This design comes from an exercise in tuning for small area on the open sky130 flow, not from production work.
Only simulation tests tie the RTL to the original design; equivalence was not proved.
Power and IR drop assume default switching activity.

## main
Design processor_core_top, start of the top module:
module processor_core_top (
    input  logic        clk,
    input  logic        rst_n,
    input  logic [31:0] if_instr,
    input  logic        if_instr_valid,
    input  logic        ext_wr_valid,
    input  logic [3:0]  ext_wr_addr,
    input  logic [31:0] ext_wr_data,
    output logic [31:0] result,
    output logic        result_valid,
    output logic [3:0]  flags
);
==> module pc_a21o, before the edit <==
module pc_a21o (
    input  logic a1, input logic a2, input logic b1,
    output logic y
);
    assign y = (a1 & a2) | b1;
endmodule
==> module pc_and2, before the edit <==
module pc_and2 (
    input  logic a, input logic b,
    output logic y
);
    assign y = a & b;
endmodule
==> module pc_xor2, before the edit <==
module pc_xor2 (
    input  logic a, input logic b,
    output logic y
);
    assign y = a ^ b;
endmodule
==> module pc_cblk4, before the edit <==
module pc_cblk4 (
    input  logic [3:0] p,
    input  logic [3:0] g,
    input  logic       ci,
    output logic [3:0] s,
    output logic       bg,
    output logic       bp,
    output logic       c3
);
    logic [4:1] lc;
    logic [3:1] c;
    logic [3:2] pp;
    assign lc[1] = g[0];
    pc_a21o  u_l2 (.a1(p[1]), .a2(lc[1]), .b1(g[1]), .y(lc[2]));
    pc_a21o  u_l3 (.a1(p[2]), .a2(lc[2]), .b1(g[2]), .y(lc[3]));
    pc_a21o  u_l4 (.a1(p[3]), .a2(lc[3]), .b1(g[3]), .y(lc[4]));
    pc_and2  u_p2 (.a(p[0]), .b(p[1]), .y(pp[2]));
    pc_and2  u_p3 (.a(pp[2]), .b(p[2]), .y(pp[3]));
    pc_and2  u_p4 (.a(pp[3]), .b(p[3]), .y(bp));
    pc_a21o  u_c1 (.a1(p[0]), .a2(ci), .b1(lc[1]), .y(c[1]));
    pc_a21o  u_c2 (.a1(pp[2]), .a2(ci), .b1(lc[2]), .y(c[2]));
    pc_a21o  u_c3 (.a1(pp[3]), .a2(ci), .b1(lc[3]), .y(c[3]));
    pc_xor2  u_s0 (.a(p[0]), .b(ci), .y(s[0]));
    pc_xor2  u_s1 (.a(p[1]), .b(c[1]), .y(s[1]));
    pc_xor2  u_s2 (.a(p[2]), .b(c[2]), .y(s[2]));
    pc_xor2  u_s3 (.a(p[3]), .b(c[3]), .y(s[3]));
    assign bg = lc[4];
    assign c3 = c[3];
endmodule
export LEC_CHECK = 0
export CAP_MARGIN = 20
export CORE_MARGIN = 2
export CORE_UTILIZATION = 40
export SLEW_MARGIN = 20
export SYNTH_HIERARCHICAL = 1
export SYNTH_MINIMUM_KEEP_SIZE = 0
create_clock -name core_clock -period 10.0 [get_ports {clk}]
standard.sh (not shown) runs the stock make flow with config.mk's settings and CLKGATE_MAP_FILE= SYNTH_SCRIPT=/design/flow/synth_recipe.tcl, a recipe that flattens the netlist after the stock synthesis.
==> flow/flow/run.sh <==
#!/bin/bash
# Layout flow: the standard synthesis and ORFS steps (standard.sh), with
#  - combinational cells swapped to their smallest drive strength after
#    synthesis (the flow's repair steps upsize what timing and slew need),
#  - small port buffers,
#  - a clock tree of small buffers without dummy loads.
# Each tool's output goes to its own log in this folder.
set -euo pipefail
here=$(pwd)
res=$here/orfs/results/$FLOW_PLATFORM/processor_core_top/base
export BUFFER_PORTS_ARGS="-buffer_cell sky130_fd_sc_hd__buf_1"
export CTS_ARGS="-sink_clustering_enable -repair_clock_nets -dont_use_dummy_load -buf_list {sky130_fd_sc_hd__clkbuf_8} -sink_clustering_size 16 -sink_clustering_max_diameter 60"
bash standard.sh synth > synth.log 2>&1
SYNTH_ODB=$res/1_synth.odb DONT_USE_CELLS="" openroad -no_init -exit flow/downsize.tcl > downsize.log 2>&1
touch $res/1_synth.sdc
bash standard.sh > layout.log 2>&1
==> flow/flow/downsize.tcl <==
# Swap every combinational cell of the synthesized netlist to the smallest
# cell of the same function (same name stem, any drive strength). The flow's
# own timing and design repair then upsizes what the layout needs.
# Flip-flops, tie cells and tap/fill cells are left alone.
read_db $::env(SYNTH_ODB)
set db [ord::get_db]
set block [[$db getChip] getBlock]
set libs [$db getLibs]
array set stems {}
foreach lib $libs {
  foreach m [$lib getMasters] {
    set n [$m getName]
    if {[regexp {^(sky130_fd_sc_hd__[a-z0-9]+)_([0-9]+)$} $n -> stem drive]} {
      lappend stems($stem) [list $m $drive [expr {[$m getWidth] * [$m getHeight]}]]
    }
  }
}
set dont_use [split $::env(DONT_USE_CELLS)]
set swapped 0
set saved 0
foreach inst [$block getInsts] {
  set m [$inst getMaster]
  set n [$m getName]
  if {![regexp {^(sky130_fd_sc_hd__[a-z0-9]+)_([0-9]+)$} $n -> stem drive]} { continue }
  if {[regexp {__(df|edf|sdf|sedf|dl|conb|tap|fill|decap|clk|lpflow|probe)} $n]} { continue }
  set area [expr {[$m getWidth] * [$m getHeight]}]
  set best $m
  set bestarea $area
  set bestdrive $drive
  foreach c $stems($stem) {
    lassign $c cm cd ca
    if {[lsearch -exact $dont_use [$cm getName]] >= 0} { continue }
    if {$ca < $bestarea || ($ca == $bestarea && $cd > $bestdrive)} {
      set best $cm; set bestarea $ca; set bestdrive $cd
    }
  }
  if {$best ne $m} {
    $inst swapMaster $best
    incr swapped
    set saved [expr {$saved + $area - $bestarea}]
  }
}
puts "downsize: swapped $swapped instances, saved [expr {$saved / 1e6}] um^2"
write_db $::env(SYNTH_ODB)
main finished all stages; the layout is clean.
> inputs changed (main -> the feature branch)
--- a/flow/design.v
+++ b/flow/design.v
@@ -85,56 +85,33 @@
     input  logic a, input logic b, input logic [3:0] t,
     output logic y
 );
     assign y = t[{b, a}];
 endmodule
-module pc_a21o (
-    input  logic a1, input logic a2, input logic b1,
-    output logic y
-);
-    assign y = (a1 & a2) | b1;
-endmodule
-module pc_and2 (
-    input  logic a, input logic b,
-    output logic y
-);
-    assign y = a & b;
-endmodule
-module pc_xor2 (
-    input  logic a, input logic b,
-    output logic y
-);
-    assign y = a ^ b;
-endmodule
 module pc_cblk4 (
     input  logic [3:0] p,
     input  logic [3:0] g,
     input  logic       ci,
     output logic [3:0] s,
     output logic       bg,
     output logic       bp,
     output logic       c3
 );
-    logic [4:1] lc;
-    logic [3:1] c;
-    logic [3:2] pp;
-    assign lc[1] = g[0];
-    pc_a21o  u_l2 (.a1(p[1]), .a2(lc[1]), .b1(g[1]), .y(lc[2]));
-    pc_a21o  u_l3 (.a1(p[2]), .a2(lc[2]), .b1(g[2]), .y(lc[3]));
-    pc_a21o  u_l4 (.a1(p[3]), .a2(lc[3]), .b1(g[3]), .y(lc[4]));
-    pc_and2  u_p2 (.a(p[0]), .b(p[1]), .y(pp[2]));
-    pc_and2  u_p3 (.a(pp[2]), .b(p[2]), .y(pp[3]));
-    pc_and2  u_p4 (.a(pp[3]), .b(p[3]), .y(bp));
-    pc_a21o  u_c1 (.a1(p[0]), .a2(ci), .b1(lc[1]), .y(c[1]));
-    pc_a21o  u_c2 (.a1(pp[2]), .a2(ci), .b1(lc[2]), .y(c[2]));
-    pc_a21o  u_c3 (.a1(pp[3]), .a2(ci), .b1(lc[3]), .y(c[3]));
-    pc_xor2  u_s0 (.a(p[0]), .b(ci), .y(s[0]));
-    pc_xor2  u_s1 (.a(p[1]), .b(c[1]), .y(s[1]));
-    pc_xor2  u_s2 (.a(p[2]), .b(c[2]), .y(s[2]));
-    pc_xor2  u_s3 (.a(p[3]), .b(c[3]), .y(s[3]));
+    logic [4:0] lc;
+    logic [3:0] pp;
+    assign lc[0] = 1'b0;
+    assign pp[0] = 1'b1;
+    for (genvar j = 0; j < 4; j++) begin : g_b
+        assign lc[j+1] = g[j] | (p[j] & lc[j]);
+        if (j > 0) begin : g_pp
+            assign pp[j] = pp[j-1] & p[j-1];
+        end
+        assign s[j] = p[j] ^ (lc[j] | (pp[j] & ci));
+    end
     assign bg = lc[4];
-    assign c3 = c[3];
+    assign bp = pp[3] & p[3];
+    assign c3 = lc[3] | (pp[3] & ci);
 endmodule
 module pc_keepdec (
     input  logic [4:0] shamt,
     input  logic       lsl, input logic rsh, input logic ror, input logic rrx, input logic sh0,
     output logic [7:0] kan,
## What came out
In the metrics for main and the feature branch, the one carrying the lower setup slack at placement is the feature branch. Between the feature branch and main, it is the feature branch whose shortest clock period the worst path allows after layout is higher, by 0.19 ns. On worst hold-check slack, the feature branch tracks main almost exactly. First-iteration DRC count: the feature branch vs main up 459. The feature branch vs. main: wire length went down by about 0.44%. Diff the feature branch..main | initial core utilization | negligible. Looking at maximum frequency, the feature branch sits below main.


processor_core_top, a different RTL version from the one above (not shown whole).
For scale: about 2900 cells after synthesis, about 110 I/O pins.
==> module processor_core_top, before the edit <==
module processor_core_top (
    input  logic        clk,
    input  logic        rst_n,
    input  logic [31:0] if_instr,
    input  logic        if_instr_valid,
    input  logic        ext_wr_valid,
    input  logic [3:0]  ext_wr_addr,
    input  logic [31:0] ext_wr_data,
    output logic [31:0] result,
    output logic        result_valid,
    output logic [3:0]  flags
);
    logic [31:0] r_regs [16];
    logic [15:0] r_live;
    logic        r_par;
    logic [3:0]  r_flags;
    logic [31:0] r_result;
    logic        r_result_valid;
    logic [3:0]  w_cond, w_opcode, w_rn_idx, w_rd_idx, w_rm_idx;
    logic [2:0]  w_class;
    logic        w_s, w_bit4;
    logic        w_n, w_z, w_c, w_v;
    assign w_cond    = if_instr[31:28];
    assign w_class   = if_instr[27:25];
    assign w_opcode  = if_instr[24:21];
    assign w_s       = if_instr[20];
    assign w_rn_idx  = if_instr[19:16];
    assign w_rd_idx  = if_instr[15:12];
    assign w_rm_idx  = if_instr[3:0];
    assign w_bit4    = if_instr[4];
    assign {w_n, w_z, w_c, w_v} = r_flags;
    logic [3:0] w_rn_lo, w_rn_hi, w_rm_lo, w_rm_hi;
    for (genvar v = 0; v < 4; v++) begin : g_pre_r
        assign w_rn_lo[v] = (w_rn_idx[1:0] == 2'(v));
        assign w_rn_hi[v] = (w_rn_idx[3:2] == 2'(v));
        assign w_rm_lo[v] = (w_rm_idx[1:0] == 2'(v));
        assign w_rm_hi[v] = (w_rm_idx[3:2] == 2'(v));
    end
    logic [15:0] w_rn_seln, w_rm_seln;
    logic [31:0] w_rn_n, w_rm_n;
    logic        w_rn_live, w_rm_live;
    for (genvar i = 0; i < 16; i++) begin : g_rsel
        pc_nand3 u_n (.a(w_rn_lo[i % 4]), .b(w_rn_hi[i / 4]), .c(r_live[i]), .y(w_rn_seln[i]));
        pc_nand3 u_m (.a(w_rm_lo[i % 4]), .b(w_rm_hi[i / 4]), .c(r_live[i]), .y(w_rm_seln[i]));
    end
    pc_any16 u_rn_live (.sn(w_rn_seln), .y(w_rn_live));
    pc_any16 u_rm_live (.sn(w_rm_seln), .y(w_rm_live));
    for (genvar b = 0; b < 32; b++) begin : g_rd
        logic [15:0] col;
        for (genvar i = 0; i < 16; i++) begin : g_col
            assign col[i] = r_regs[i][b];
        end
        pc_rf_rbit u_rn (.sn(w_rn_seln), .d(col), .lv(w_rn_live), .on(w_rn_n[b]));
        pc_rf_rbit u_rm (.sn(w_rm_seln), .d(col), .lv(w_rm_live), .on(w_rm_n[b]));
    end
    logic w_cond_pass;
    always_comb begin
        case (w_cond)
            4'h0: w_cond_pass = w_z;
            4'h1: w_cond_pass = !w_z;
            4'h2: w_cond_pass = w_c;
            4'h3: w_cond_pass = !w_c;
            4'h4: w_cond_pass = w_n;
            4'h5: w_cond_pass = !w_n;
            4'h6: w_cond_pass = w_v;
            4'h7: w_cond_pass = !w_v;
            4'h8: w_cond_pass = w_c && !w_z;
            4'h9: w_cond_pass = !w_c || w_z;
            4'hA: w_cond_pass = (w_n == w_v);
            4'hB: w_cond_pass = (w_n != w_v);
            4'hC: w_cond_pass = !w_z && (w_n == w_v);
            4'hD: w_cond_pass = w_z || (w_n != w_v);
            4'hE: w_cond_pass = 1'b1;
            default: w_cond_pass = 1'b0;
        endcase
    end
    logic [31:0] w_alu;
    logic        w_arith, w_c_new, w_v_new;
    logic w_pn, w_pm;
    assign w_pn = w_rn_live && r_par;
    assign w_pm = w_rm_live && r_par;
    pc_alu u_alu (
        .rn_n(w_rn_n), .rm_n(w_rm_n), .pn(w_pn), .pm(w_pm), .opcode(w_opcode), .shamt(if_instr[11:7]),
        .shtype(if_instr[6:5]), .c_in(w_c),
        .res(w_alu), .arith(w_arith), .c_out(w_c_new), .v_out(w_v_new)
    );
    logic w_is_cmp, w_exec, w_wb;
    assign w_is_cmp = (w_opcode[3:2] == 2'b10);
    assign w_exec   = if_instr_valid && (w_class == 3'b000) && !w_bit4 && w_cond_pass
                      && (!w_is_cmp || w_s);
    assign w_wb     = w_exec && !w_is_cmp;
    logic [3:0] w_ea_lon, w_ea_hin, w_rd_lon, w_rd_hin;
    for (genvar v = 0; v < 4; v++) begin : g_pre_w
        assign w_ea_lon[v] = !(ext_wr_valid && (ext_wr_addr[1:0] == 2'(v)));
        assign w_ea_hin[v] = !(ext_wr_addr[3:2] == 2'(v));
        assign w_rd_lon[v] = !(w_wb && (w_rd_idx[1:0] == 2'(v)));
        assign w_rd_hin[v] = !(w_rd_idx[3:2] == 2'(v));
    end
    logic [15:0] w_ext_hit [2];
    logic [15:0] w_wb_hit [2];
    logic [15:0] w_hold [2];
    logic [15:0] w_live_nxt;
    for (genvar i = 0; i < 16; i++) begin : g_wsel
        for (genvar hf = 0; hf < 2; hf++) begin : g_hf
            pc_nor2 u_e (.a(w_ea_lon[i % 4]), .b(w_ea_hin[i / 4]), .y(w_ext_hit[hf][i]));
            pc_nor3 u_w (.a(w_ext_hit[hf][i]), .b(w_rd_lon[i % 4]), .c(w_rd_hin[i / 4]),
                         .y(w_wb_hit[hf][i]));
            pc_nor2 u_h (.a(w_ext_hit[hf][i]), .b(w_wb_hit[hf][i]), .y(w_hold[hf][i]));
        end
        pc_or2b u_l (.a(r_live[i]), .bn(w_hold[0][i]), .y(w_live_nxt[i]));
    end
    logic [31:0] w_ext_x, w_alu_x;
    assign w_ext_x = ext_wr_data ^ {32{r_par}};
    assign w_alu_x = w_alu ^ {32{r_par}};
    for (genvar i = 0; i < 16; i++) begin : g_reg
        logic [31:0] nxt;
        for (genvar b = 0; b < 32; b++) begin : g_bit
            pc_rf_wbit u_w (
                .e(w_ext_hit[b / 16][i]), .x(w_ext_x[b]),
                .w(w_wb_hit[b / 16][i]),  .y(w_alu_x[b]),
                .h(w_hold[b / 16][i]),    .q(r_regs[i][b]),
                .dn(nxt[b])
            );
        end
        always_ff @(posedge clk) r_regs[i] <= nxt;
    end
    always_ff @(posedge clk or negedge rst_n) begin
        if (!rst_n) begin
            r_live <= 16'd0;
            r_par  <= 1'b0;
        end else begin
            r_live <= w_live_nxt;
            r_par  <= !r_par;
        end
    end
    logic [31:0] w_result_nxt;
    for (genvar b = 0; b < 16; b++) begin : g_res
        pc_mux2x2 u_m (.s(w_exec), .a0(r_result[2*b +: 2]), .a1(w_alu[2*b +: 2]),
                       .y(w_result_nxt[2*b +: 2]));
    end
    always_ff @(posedge clk or negedge rst_n) begin
        if (!rst_n) begin
            r_flags        <= 4'b0000;
            r_result       <= 32'd0;
            r_result_valid <= 1'b0;
        end else begin
            r_result_valid <= w_exec;
            r_result       <= w_result_nxt;
            if (w_exec && w_s) begin
                r_flags[3] <= w_alu[31];
                r_flags[2] <= (w_alu == 32'd0);
                r_flags[1] <= w_c_new;
                r_flags[0] <= w_arith ? w_v_new : w_v;
            end
        end
    end
    assign result       = r_result;
    assign result_valid = r_result_valid;
    assign flags        = r_flags;
endmodule
clock: 10.0 ns
lec_check: 0
cap_margin: 20
core_margin: 2
core_utilization: 40
slew_margin: 20
synth_hierarchical: 1
synth_minimum_keep_size: 0
==> flow/flow/run.sh <==
#!/bin/bash
# Layout flow: the standard synthesis and ORFS steps (standard.sh), with
#  - combinational cells swapped to their smallest drive strength after
#    synthesis (the flow's repair steps upsize what timing and slew need),
#  - small port buffers,
#  - a clock tree of small buffers without dummy loads.
# Each tool's output goes to its own log in this folder.
set -euo pipefail
here=$(pwd)
res=$here/orfs/results/$FLOW_PLATFORM/processor_core_top/base
export BUFFER_PORTS_ARGS="-buffer_cell sky130_fd_sc_hd__buf_1"
export CTS_ARGS="-sink_clustering_enable -repair_clock_nets -dont_use_dummy_load -buf_list {sky130_fd_sc_hd__clkbuf_8} -sink_clustering_size 16 -sink_clustering_max_diameter 80"
bash standard.sh synth > synth.log 2>&1
SYNTH_ODB=$res/1_synth.odb DONT_USE_CELLS="" openroad -no_init -exit flow/downsize.tcl > downsize.log 2>&1
touch $res/1_synth.sdc
bash standard.sh > layout.log 2>&1
Scripts as last shown in full above: flow/flow/downsize.tcl
Change:
--- a/flow/design.v
+++ b/flow/design.v
@@ -361,18 +361,12 @@
         assign w_rd_lon[v] = !(w_wb && (w_rd_idx[1:0] == 2'(v)));
         assign w_rd_hin[v] = !(w_rd_idx[3:2] == 2'(v));
     end
-    logic [15:0] w_ext_hit [2];
-    logic [15:0] w_wb_hit [2];
-    logic [15:0] w_hold [2];
-    logic [15:0] w_live_nxt;
+    logic [15:0] w_ext_hit, w_wb_hit, w_hold, w_live_nxt;
     for (genvar i = 0; i < 16; i++) begin : g_wsel
-        for (genvar hf = 0; hf < 2; hf++) begin : g_hf
-            pc_nor2 u_e (.a(w_ea_lon[i % 4]), .b(w_ea_hin[i / 4]), .y(w_ext_hit[hf][i]));
-            pc_nor3 u_w (.a(w_ext_hit[hf][i]), .b(w_rd_lon[i % 4]), .c(w_rd_hin[i / 4]),
-                         .y(w_wb_hit[hf][i]));
-            pc_nor2 u_h (.a(w_ext_hit[hf][i]), .b(w_wb_hit[hf][i]), .y(w_hold[hf][i]));
-        end
-        pc_or2b u_l (.a(r_live[i]), .bn(w_hold[0][i]), .y(w_live_nxt[i]));
+        pc_nor2 u_e (.a(w_ea_lon[i % 4]), .b(w_ea_hin[i / 4]), .y(w_ext_hit[i]));
+        pc_nor3 u_w (.a(w_ext_hit[i]), .b(w_rd_lon[i % 4]), .c(w_rd_hin[i / 4]), .y(w_wb_hit[i]));
+        pc_nor2 u_h (.a(w_ext_hit[i]), .b(w_wb_hit[i]), .y(w_hold[i]));
+        pc_or2b u_l (.a(r_live[i]), .bn(w_hold[i]), .y(w_live_nxt[i]));
     end
     logic [31:0] w_ext_x, w_alu_x;
     assign w_ext_x = ext_wr_data ^ {32{r_par}};
@@ -381,9 +375,9 @@
         logic [31:0] nxt;
         for (genvar b = 0; b < 32; b++) begin : g_bit
             pc_rf_wbit u_w (
-                .e(w_ext_hit[b / 16][i]), .x(w_ext_x[b]),
-                .w(w_wb_hit[b / 16][i]),  .y(w_alu_x[b]),
-                .h(w_hold[b / 16][i]),    .q(r_regs[i][b]),
+                .e(w_ext_hit[i]), .x(w_ext_x[b]),
+                .w(w_wb_hit[i]),  .y(w_alu_x[b]),
+                .h(w_hold[i]),    .q(r_regs[i][b]),
                 .dn(nxt[b])
             );
         end
Outcome: The new run completed without violations; power climbs slightly; final area goes down slightly; core utilization came out lower by 0.17 points; synthesized area goes down slightly; worst setup slack is better by 0.29 ns; flip-flop and latch count stays the same; first-iteration DRC count rises slightly; routed wire length rose by roughly a tenth; sequential power is about the same; fmax increases by a few percent; final cell count shrinks by a few percent; clock power barely changes; count of clock-buffer cells in the layout is lower by 1; global-route usage is higher by 3.7 points.

==> afterwards: timing with drivers on the ports <==
The results above use ideal ports. As a check the final layouts listed here were re-extracted and re-timed, cells and wires unchanged.
Step 1 sets driving cells, clkbuf_16 on the clock port and buf_2 on the other inputs (assumed; they add their load-dependent delay and slew).
Step 2 moves the port delays by t, midway between the first and last clock arrival at a register: inputs arrive t later, outputs are due t later. That takes back most of the time a late clock gives input paths.
a / b / c = no drivers / after step 1 / after step 2; a / b = the first two.
run	t, ns	setup slack, ns	slew at the worst register clock pin (ns)	worst slew at a driven data input, ns
main	0.746	1.311 / 1.353 / 0.607	0.11 / 0.11	0.06
the feature branch	0.730	1.121 / 1.154 / 0.424	0.11 / 0.11	0.06
the first run of note 2	0.728	0.998 / 1.035 / 0.308	0.11 / 0.11	0.08
the second run of note 2	0.733	1.290 / 1.332 / 0.599	0.12 / 0.12	0.05
After both steps every run listed still meets setup and hold. The setup slack of main, which loses most, moves by +0.042 ns with the drivers and by -0.704 ns with both steps.
